Context: an optimization exercise on an open-source flow, tuned for small area and a short achievable clock period. The choices shown serve that exercise and are no tape-out recipe.
In this exercise RTL edits were held to simulation tests only and were not proved equivalent to the original.
Power figures rest on the tool's default switching activity, not on a simulated workload.

==> flow/design.v <==
module mac_learn_table_top (
    input  logic        clk,
    input  logic        rst,
    input  logic        lrn_valid,
    output logic        lrn_ready,
    input  logic [47:0] lrn_mac,
    input  logic [7:0]  lrn_port,
    input  logic        lkp_valid,
    input  logic [47:0] lkp_mac,
    input  logic [7:0]  lkp_src_port,
    output logic        res_valid,
    output logic        res_hit,
    output logic [7:0]  res_port_mask,
    output logic [5:0]  entry_count,
    output logic        table_full,
    output logic        lrn_drop
);
    mac_learn_table #(
        .PORT_NUMBER(8),
        .TABLE_DEPTH(32)
    ) u_tbl (
        .clk          (clk),
        .rst          (rst),
        .lrn_valid    (lrn_valid),
        .lrn_ready    (lrn_ready),
        .lrn_mac      (lrn_mac),
        .lrn_port     (lrn_port),
        .lkp_valid    (lkp_valid),
        .lkp_mac      (lkp_mac),
        .lkp_src_port (lkp_src_port),
        .res_valid    (res_valid),
        .res_hit      (res_hit),
        .res_port_mask(res_port_mask),
        .entry_count  (entry_count),
        .table_full   (table_full),
        .lrn_drop     (lrn_drop)
    );
endmodule

module mac_learn_table #(
    parameter int PORT_NUMBER = 4,
    parameter int TABLE_DEPTH = 16,
    parameter int AGE_PERIOD  = 1000000,
    parameter int AGE_MAX     = 3
) (
    input  logic                           clk,
    input  logic                           rst,
    input  logic                           lrn_valid,
    output logic                           lrn_ready,
    input  logic [47:0]                    lrn_mac,
    input  logic [PORT_NUMBER-1:0]         lrn_port,
    input  logic                           lkp_valid,
    input  logic [47:0]                    lkp_mac,
    input  logic [PORT_NUMBER-1:0]         lkp_src_port,
    output logic                           res_valid,
    output logic                           res_hit,
    output logic [PORT_NUMBER-1:0]         res_port_mask,
    output logic [$clog2(TABLE_DEPTH+1)-1:0] entry_count,
    output logic                           table_full,
    output logic                           lrn_drop
);
    localparam int CNT_W = $clog2(TABLE_DEPTH + 1);
    localparam int LW    = 23;
    localparam int HW    = 24;
    wire [LW-1:0] lrn_l = lrn_mac[22:0];
    wire [HW-1:0] lrn_h = {lrn_mac[47:41], lrn_mac[39:23]};
    wire [LW-1:0] lkp_l = lkp_mac[22:0];
    wire [HW-1:0] lkp_h = {lkp_mac[47:41], lkp_mac[39:23]};
    logic rdy, s_cmp, s_wr, s_pw;
    logic drop_q, hit_q;
    logic [CNT_W-1:0] cnt, cnt_p;
    logic full;
    logic [LW-1:0]          lq_l;
    logic [HW-1:0]          lq_h;
    logic [PORT_NUMBER-1:0] lrn_port_q;
    logic [LW-1:0]          ent_l    [TABLE_DEPTH];
    logic [HW-1:0]          ent_h    [TABLE_DEPTH];
    logic [PORT_NUMBER-1:0] ent_port [TABLE_DEPTH];
    logic [TABLE_DEPTH-1:0] valid_p, alloc, lrn_pm, lrn_match, lrn_match_q, lk_pm, lk_match;
    logic                   lrn_hit;
    generate
        if ((1 << (CNT_W - 1)) == TABLE_DEPTH) begin : g_full_pow2
            assign full = cnt[CNT_W-1];
        end else begin : g_full_cmp
            assign full = (cnt == CNT_W'(TABLE_DEPTH));
        end
    endgenerate
    always_comb begin
        for (int i = 0; i < TABLE_DEPTH; i++) begin
            valid_p[i] = (cnt_p > CNT_W'(i));
            alloc[i]   = (cnt == CNT_W'(i));
        end
    end
    always_comb begin
        for (int i = 0; i < TABLE_DEPTH; i++) begin
            lrn_match[i] = valid_p[i] && lrn_pm[i] && (ent_h[i] == lq_h);
        end
    end
    assign lrn_hit = |lrn_match;
    wire accept_in = lrn_valid && !lrn_mac[40];
    always_ff @(posedge clk or posedge rst) begin
        if (rst) begin
            rdy    <= 1'b1;
            s_cmp  <= 1'b0;
            s_wr   <= 1'b0;
            s_pw   <= 1'b0;
            drop_q <= 1'b0;
            cnt    <= '0;
            cnt_p  <= '0;
        end else begin
            rdy    <= (rdy && !accept_in) || s_wr;
            s_cmp  <= rdy && accept_in;
            s_wr   <= s_cmp;
            s_pw   <= s_wr;
            drop_q <= s_cmp && !lrn_hit && full;
            if (s_wr && !hit_q && !full) cnt <= cnt + 1'b1;
            cnt_p  <= cnt;
        end
    end
    always_ff @(posedge clk) begin
        for (int i = 0; i < TABLE_DEPTH; i++) begin
            lrn_pm[i] <= (ent_l[i] == lrn_l);
        end
        if (s_cmp) begin
            hit_q       <= lrn_hit;
            lrn_match_q <= lrn_match;
        end
        if (rdy) begin
            lq_l       <= lrn_l;
            lq_h       <= lrn_h;
            lrn_port_q <= lrn_port;
        end
    end
    always_ff @(posedge clk) begin
        for (int i = 0; i < TABLE_DEPTH; i++) begin
            if (s_wr && !hit_q && alloc[i]) begin
                ent_l[i] <= lq_l;
                ent_h[i] <= lq_h;
            end
            if ((s_wr && !hit_q && alloc[i]) || (s_pw && lrn_match_q[i])) ent_port[i] <= lrn_port_q;
        end
    end
    assign lrn_ready   = rdy;
    assign lrn_drop    = drop_q;
    assign entry_count = cnt;
    assign table_full  = full;
    logic                   lk_v, lk_e;
    logic [HW-1:0]          lk_h;
    logic [PORT_NUMBER-1:0] lk_src;
    always_ff @(posedge clk or posedge rst) begin
        if (rst) lk_v <= 1'b0;
        else     lk_v <= lkp_valid;
    end
    always_ff @(posedge clk) begin
        lk_e   <= !lkp_mac[40];
        lk_h   <= lkp_h;
        lk_src <= lkp_src_port;
        for (int i = 0; i < TABLE_DEPTH; i++) begin
            lk_pm[i] <= (ent_l[i] == lkp_l);
        end
    end
    logic                   lk_hit;
    logic [PORT_NUMBER-1:0] lk_port;
    always_comb begin
        lk_port = '0;
        for (int i = 0; i < TABLE_DEPTH; i++) begin
            lk_match[i] = valid_p[i] && lk_pm[i] && (ent_h[i] == lk_h);
            lk_port     = lk_port | ({PORT_NUMBER{lk_match[i]}} & ent_port[i]);
        end
    end
    assign lk_hit = lk_e && (|lk_match);
    always_ff @(posedge clk or posedge rst) begin
        if (rst) begin
            res_valid     <= 1'b0;
            res_hit       <= 1'b0;
            res_port_mask <= '0;
        end else begin
            res_valid     <= lk_v;
            res_hit       <= lk_v && lk_hit;
            res_port_mask <= {PORT_NUMBER{lk_v}} & ~lk_src & (lk_port | {PORT_NUMBER{!lk_hit}});
        end
    end
endmodule
export LEC_CHECK = 0
export CAP_MARGIN = 20
export CORE_MARGIN = 2
export CORE_UTILIZATION = 50
export CTS_CLUSTER_DIAMETER = 60
export CTS_CLUSTER_SIZE = 25
export SLEW_MARGIN = 20
create_clock -name core_clock -period 10.0 [get_ports {clk}]
standard.sh (not shown) runs the stock make flow with config.mk's settings and CLKGATE_MAP_FILE= SYNTH_SCRIPT=/design/flow/synth_recipe.tcl, a recipe that flattens the netlist after the stock synthesis.
==> flow/flow/run.sh <==
#!/bin/bash
set -euo pipefail
bash standard.sh SETUP_SLACK_MARGIN=6.5 finish > standard_finish.log 2>&1
Change:
--- a/flow/design.v
+++ b/flow/design.v
@@ -72,13 +72,13 @@
     logic full;
     logic [LW-1:0]          lq_l;
     logic [HW-1:0]          lq_h;
     logic [PORT_NUMBER-1:0] lrn_port_q;
     logic [LW-1:0]          ent_l    [TABLE_DEPTH];
     logic [HW-1:0]          ent_h    [TABLE_DEPTH];
-    logic [PORT_NUMBER-1:0] ent_port [TABLE_DEPTH];
+    logic [PORT_NUMBER-1:0] ent_portn [TABLE_DEPTH];   
     logic [TABLE_DEPTH-1:0] valid_p, alloc, lrn_pm, lrn_match, lrn_match_q, lk_pm, lk_match;
     logic                   lrn_hit;
     generate
         if ((1 << (CNT_W - 1)) == TABLE_DEPTH) begin : g_full_pow2
             assign full = cnt[CNT_W-1];
         end else begin : g_full_cmp
@@ -134,13 +134,13 @@
     always_ff @(posedge clk) begin
         for (int i = 0; i < TABLE_DEPTH; i++) begin
             if (s_wr && !hit_q && alloc[i]) begin
                 ent_l[i] <= lq_l;
                 ent_h[i] <= lq_h;
             end
-            if ((s_wr && !hit_q && alloc[i]) || (s_pw && lrn_match_q[i])) ent_port[i] <= lrn_port_q;
+            if ((s_wr && !hit_q && alloc[i]) || (s_pw && lrn_match_q[i])) ent_portn[i] <= ~lrn_port_q;
         end
     end
     assign lrn_ready   = rdy;
     assign lrn_drop    = drop_q;
     assign entry_count = cnt;
     assign table_full  = full;
@@ -157,27 +157,27 @@
         lk_src <= lkp_src_port;
         for (int i = 0; i < TABLE_DEPTH; i++) begin
             lk_pm[i] <= (ent_l[i] == lkp_l);
         end
     end
     logic                   lk_hit;
-    logic [PORT_NUMBER-1:0] lk_port;
+    logic [PORT_NUMBER-1:0] lk_clr;
     always_comb begin
-        lk_port = '0;
+        lk_clr = '0;
         for (int i = 0; i < TABLE_DEPTH; i++) begin
             lk_match[i] = valid_p[i] && lk_pm[i] && (ent_h[i] == lk_h);
-            lk_port     = lk_port | ({PORT_NUMBER{lk_match[i]}} & ent_port[i]);
+            lk_clr      = lk_clr | ({PORT_NUMBER{lk_match[i]}} & ent_portn[i]);
         end
     end
     assign lk_hit = lk_e && (|lk_match);
     always_ff @(posedge clk or posedge rst) begin
         if (rst) begin
             res_valid     <= 1'b0;
             res_hit       <= 1'b0;
             res_port_mask <= '0;
         end else begin
             res_valid     <= lk_v;
             res_hit       <= lk_v && lk_hit;
-            res_port_mask <= {PORT_NUMBER{lk_v}} & ~lk_src & (lk_port | {PORT_NUMBER{!lk_hit}});
+            res_port_mask <= {PORT_NUMBER{lk_v}} & ~lk_src & ~({PORT_NUMBER{lk_e}} & lk_clr);
         end
     end
 endmodule
The changed run passed the timing, design-rule and antenna checks.
Setup slack degrades by 0.15 ns.
Die area rises slightly.
Routed wire length hardly moves.
Via count rises slightly.
Sequential share of layout area falls by 0.13 points.

========
RTL: the design.v shown in full above, as it stands there.
clock: 10.0 ns
lec_check: 0
cap_margin: 20
core_margin: 2
core_utilization: 50
slew_margin: 20
Scripts as last shown in full above: flow/flow/run.sh
The starting point completed with no timing, DRC or antenna violations.
Next try:
--- a/flow/design.v
+++ b/flow/design.v
@@ -61,21 +61,16 @@
 );
     localparam int CNT_W = $clog2(TABLE_DEPTH + 1);
-    localparam int LW    = 23;
-    localparam int HW    = 24;
-    wire [LW-1:0] lrn_l = lrn_mac[22:0];
-    wire [HW-1:0] lrn_h = {lrn_mac[47:41], lrn_mac[39:23]};
-    wire [LW-1:0] lkp_l = lkp_mac[22:0];
-    wire [HW-1:0] lkp_h = {lkp_mac[47:41], lkp_mac[39:23]};
+    localparam int KW    = 47;
+    wire [KW-1:0] lrn_key_in = {lrn_mac[47:41], lrn_mac[39:0]};
+    wire [KW-1:0] lkp_key_in = {lkp_mac[47:41], lkp_mac[39:0]};
     logic rdy, s_cmp, s_wr, s_pw;
     logic drop_q, hit_q;
     logic [CNT_W-1:0] cnt, cnt_p;
     logic full;
-    logic [LW-1:0]          lq_l;
-    logic [HW-1:0]          lq_h;
+    logic [KW-1:0]          lrn_key_q;
     logic [PORT_NUMBER-1:0] lrn_port_q;
-    logic [LW-1:0]          ent_l    [TABLE_DEPTH];
-    logic [HW-1:0]          ent_h    [TABLE_DEPTH];
+    logic [KW-1:0]          ent_mac  [TABLE_DEPTH];
     logic [PORT_NUMBER-1:0] ent_port [TABLE_DEPTH];
-    logic [TABLE_DEPTH-1:0] valid_p, alloc, lrn_pm, lrn_match, lrn_match_q, lk_pm, lk_match;
+    logic [TABLE_DEPTH-1:0] valid_p, alloc_p, lrn_match, lk_match;
     logic                   lrn_hit;
     generate
@@ -89,10 +84,10 @@
         for (int i = 0; i < TABLE_DEPTH; i++) begin
             valid_p[i] = (cnt_p > CNT_W'(i));
-            alloc[i]   = (cnt == CNT_W'(i));
+            alloc_p[i] = (cnt_p == CNT_W'(i));
         end
     end
     always_comb begin
         for (int i = 0; i < TABLE_DEPTH; i++) begin
-            lrn_match[i] = valid_p[i] && lrn_pm[i] && (ent_h[i] == lq_h);
+            lrn_match[i] = valid_p[i] && (ent_mac[i] == lrn_key_q);
         end
     end
@@ -118,15 +113,10 @@
         end
     end
+    logic [TABLE_DEPTH-1:0] lrn_match_q;
     always_ff @(posedge clk) begin
-        for (int i = 0; i < TABLE_DEPTH; i++) begin
-            lrn_pm[i] <= (ent_l[i] == lrn_l);
-        end
-        if (s_cmp) begin
-            hit_q       <= lrn_hit;
-            lrn_match_q <= lrn_match;
-        end
+        hit_q       <= lrn_hit;
+        lrn_match_q <= lrn_match;
         if (rdy) begin
-            lq_l       <= lrn_l;
-            lq_h       <= lrn_h;
+            lrn_key_q  <= lrn_key_in;
             lrn_port_q <= lrn_port;
         end
@@ -134,9 +124,6 @@
     always_ff @(posedge clk) begin
         for (int i = 0; i < TABLE_DEPTH; i++) begin
-            if (s_wr && !hit_q && alloc[i]) begin
-                ent_l[i] <= lq_l;
-                ent_h[i] <= lq_h;
-            end
-            if ((s_wr && !hit_q && alloc[i]) || (s_pw && lrn_match_q[i])) ent_port[i] <= lrn_port_q;
+            if (s_pw && !hit_q && alloc_p[i]) ent_mac[i] <= lrn_key_q;
+            if (s_pw && (lrn_match_q[i] || (!hit_q && alloc_p[i]))) ent_port[i] <= lrn_port_q;
         end
     end
@@ -146,5 +133,5 @@
     assign table_full  = full;
     logic                   lk_v, lk_e;
-    logic [HW-1:0]          lk_h;
+    logic [KW-1:0]          lk_key;
     logic [PORT_NUMBER-1:0] lk_src;
     always_ff @(posedge clk or posedge rst) begin
@@ -154,9 +141,6 @@
     always_ff @(posedge clk) begin
         lk_e   <= !lkp_mac[40];
-        lk_h   <= lkp_h;
+        lk_key <= lkp_key_in;
         lk_src <= lkp_src_port;
-        for (int i = 0; i < TABLE_DEPTH; i++) begin
-            lk_pm[i] <= (ent_l[i] == lkp_l);
-        end
     end
     logic                   lk_hit;
@@ -165,5 +149,5 @@
         lk_port = '0;
         for (int i = 0; i < TABLE_DEPTH; i++) begin
-            lk_match[i] = valid_p[i] && lk_pm[i] && (ent_h[i] == lk_h);
+            lk_match[i] = valid_p[i] && (ent_mac[i] == lk_key);
             lk_port     = lk_port | ({PORT_NUMBER{lk_match[i]}} & ent_port[i]);
         end
Fmax falls by 1.2%.
First-iteration DRC count rose by 21%.
Final cell count decreases by 7.6%.
Setup slack gets worse by 0.045 ns.
Combinational power rose by 16%.
Hold slack loses 0.0082 ns.
Synthesized area is lower by 3.4%.
Clock-buffer cell count falls by 8.
Sequential share of layout area grows by 0.84 points.

========
mac_learn_table_top with an RTL version that a note above also has.
Size: roughly 1900 flip-flops, roughly 140 I/O pins, ~96000 µm² of cells after synthesis.
==> module mac_learn_table, before the edit <==
module mac_learn_table #(
    parameter int PORT_NUMBER = 4,
    parameter int TABLE_DEPTH = 16,
    parameter int AGE_PERIOD  = 1000000,
    parameter int AGE_MAX     = 3
) (
    input  logic                           clk,
    input  logic                           rst,
    input  logic                           lrn_valid,
    output logic                           lrn_ready,
    input  logic [47:0]                    lrn_mac,
    input  logic [PORT_NUMBER-1:0]         lrn_port,
    input  logic                           lkp_valid,
    input  logic [47:0]                    lkp_mac,
    input  logic [PORT_NUMBER-1:0]         lkp_src_port,
    output logic                           res_valid,
    output logic                           res_hit,
    output logic [PORT_NUMBER-1:0]         res_port_mask,
    output logic [$clog2(TABLE_DEPTH+1)-1:0] entry_count,
    output logic                           table_full,
    output logic                           lrn_drop
);
    localparam int CNT_W = $clog2(TABLE_DEPTH + 1);
    localparam int KW    = 47;
    wire [KW-1:0] lrn_key_in = {lrn_mac[47:41], lrn_mac[39:0]};
    wire [KW-1:0] lkp_key_in = {lkp_mac[47:41], lkp_mac[39:0]};
    logic rdy, s_cmp, s_wr, s_pw;
    logic drop_q, hit_q;
    logic [CNT_W-1:0] cnt, cnt_p;
    logic full;
    logic [KW-1:0]          lrn_key_q;
    logic [PORT_NUMBER-1:0] lrn_port_q;
    logic [KW-1:0]          ent_mac  [TABLE_DEPTH];
    logic [PORT_NUMBER-1:0] ent_port [TABLE_DEPTH];
    logic [TABLE_DEPTH-1:0] valid_p, alloc_p, lrn_match, lk_match;
    logic                   lrn_hit;
    generate
        if ((1 << (CNT_W - 1)) == TABLE_DEPTH) begin : g_full_pow2
            assign full = cnt[CNT_W-1];
        end else begin : g_full_cmp
            assign full = (cnt == CNT_W'(TABLE_DEPTH));
        end
    endgenerate
    always_comb begin
        for (int i = 0; i < TABLE_DEPTH; i++) begin
            valid_p[i] = (cnt_p > CNT_W'(i));
            alloc_p[i] = (cnt_p == CNT_W'(i));
        end
    end
    always_comb begin
        for (int i = 0; i < TABLE_DEPTH; i++) begin
            lrn_match[i] = valid_p[i] && (ent_mac[i] == lrn_key_q);
        end
    end
    assign lrn_hit = |lrn_match;
    wire accept_in = lrn_valid && !lrn_mac[40];
    always_ff @(posedge clk or posedge rst) begin
        if (rst) begin
            rdy    <= 1'b1;
            s_cmp  <= 1'b0;
            s_wr   <= 1'b0;
            s_pw   <= 1'b0;
            drop_q <= 1'b0;
            cnt    <= '0;
            cnt_p  <= '0;
        end else begin
            rdy    <= (rdy && !accept_in) || s_wr;
            s_cmp  <= rdy && accept_in;
            s_wr   <= s_cmp;
            s_pw   <= s_wr;
            drop_q <= s_cmp && !lrn_hit && full;
            if (s_wr && !hit_q && !full) cnt <= cnt + 1'b1;
            cnt_p  <= cnt;
        end
    end
    logic [TABLE_DEPTH-1:0] lrn_match_q;
    always_ff @(posedge clk) begin
        hit_q       <= lrn_hit;
        lrn_match_q <= lrn_match;
        if (rdy) begin
            lrn_key_q  <= lrn_key_in;
            lrn_port_q <= lrn_port;
        end
    end
    always_ff @(posedge clk) begin
        for (int i = 0; i < TABLE_DEPTH; i++) begin
            if (s_pw && !hit_q && alloc_p[i]) ent_mac[i] <= lrn_key_q;
            if (s_pw && (lrn_match_q[i] || (!hit_q && alloc_p[i]))) ent_port[i] <= lrn_port_q;
        end
    end
    assign lrn_ready   = rdy;
    assign lrn_drop    = drop_q;
    assign entry_count = cnt;
    assign table_full  = full;
    logic                   lk_v, lk_e;
    logic [KW-1:0]          lk_key;
    logic [PORT_NUMBER-1:0] lk_src;
    always_ff @(posedge clk or posedge rst) begin
        if (rst) lk_v <= 1'b0;
        else     lk_v <= lkp_valid;
    end
    always_ff @(posedge clk) begin
        lk_e   <= !lkp_mac[40];
        lk_key <= lkp_key_in;
        lk_src <= lkp_src_port;
    end
    logic                   lk_hit;
    logic [PORT_NUMBER-1:0] lk_port;
    always_comb begin
        lk_port = '0;
        for (int i = 0; i < TABLE_DEPTH; i++) begin
            lk_match[i] = valid_p[i] && (ent_mac[i] == lk_key);
            lk_port     = lk_port | ({PORT_NUMBER{lk_match[i]}} & ent_port[i]);
        end
    end
    assign lk_hit = lk_e && (|lk_match);
    always_ff @(posedge clk or posedge rst) begin
        if (rst) begin
            res_valid     <= 1'b0;
            res_hit       <= 1'b0;
            res_port_mask <= '0;
        end else begin
            res_valid     <= lk_v;
            res_hit       <= lk_v && lk_hit;
            res_port_mask <= {PORT_NUMBER{lk_v}} & ~lk_src & (lk_port | {PORT_NUMBER{!lk_hit}});
        end
    end
endmodule
clock: 10.0 ns
lec_check: 0
cap_margin: 20
core_margin: 2
core_utilization: 40
slew_margin: 20
run.sh (not shown) runs the stock make flow with config.mk's settings and CLKGATE_MAP_FILE= SYNTH_SCRIPT=/design/flow/synth_recipe.tcl, a recipe that flattens the netlist after the stock synthesis.
Stock flow here: none of the scripts above is used.
The baseline finished with timing, DRC and antenna clean.
Change:
--- a/flow/design.v
+++ b/flow/design.v
@@ -110,23 +110,21 @@
             drop_q <= s_cmp && !lrn_hit && full;
             if (s_wr && !hit_q && !full) cnt <= cnt + 1'b1;
             cnt_p  <= cnt;
         end
     end
-    logic [TABLE_DEPTH-1:0] lrn_match_q;
     always_ff @(posedge clk) begin
-        hit_q       <= lrn_hit;
-        lrn_match_q <= lrn_match;
+        hit_q <= lrn_hit;
         if (rdy) begin
             lrn_key_q  <= lrn_key_in;
             lrn_port_q <= lrn_port;
         end
     end
     always_ff @(posedge clk) begin
         for (int i = 0; i < TABLE_DEPTH; i++) begin
             if (s_pw && !hit_q && alloc_p[i]) ent_mac[i] <= lrn_key_q;
-            if (s_pw && (lrn_match_q[i] || (!hit_q && alloc_p[i]))) ent_port[i] <= lrn_port_q;
+            if (s_pw && (lrn_match[i] || (!hit_q && alloc_p[i]))) ent_port[i] <= lrn_port_q;
         end
     end
     assign lrn_ready   = rdy;
     assign lrn_drop    = drop_q;
     assign entry_count = cnt;
Outcome:
- routed wire length goes down by about 1%
- cell area goes down by about 0.8%
- via count falls by about 1.3%
- flip-flop and latch count shrinks by 32
- worst setup slack is worse by 190 ps
- sequential power goes down by about 1%
- total power stays flat
- global-route usage goes down by 0.13 points

separate check: timing with driven ports:
The results above use ideal ports. As a check the final layouts listed here were re-extracted and re-timed, cells and wires unchanged. Step 1 assumes that a clkbuf_16 drives the clock port and a buf_2 every other input. Step 2 times the ports against the registers' clock, not the clock port: input delays grow and output delays shrink by t, the midpoint of the rising clock arrivals with the driver on. Slacks: ideal / step 1 / step 2; pairs: ideal / step 1.
run	t, ns	slack for setup (ns)	worst setup path at the end
the first run of note 1	0.936	6.368 / 6.360 / 5.552	input to register
the second run of note 1	0.934	6.223 / 6.128 / 5.612	input to register
the first run of note 2	0.966	6.358 / 6.344 / 5.463	input to register
the second run of note 2	0.961	6.313 / 6.313 / 6.313	register to register
the first run of note 3	0.973	5.305 / 5.305 / 5.305	register to register
the second run of note 3	0.975	5.116 / 5.116 / 5.116	register to register
After both steps every run listed still meets setup and hold. The setup slack of the first run of note 2, which loses most, moves by -0.014 ns with the drivers and by -0.895 ns with both steps.
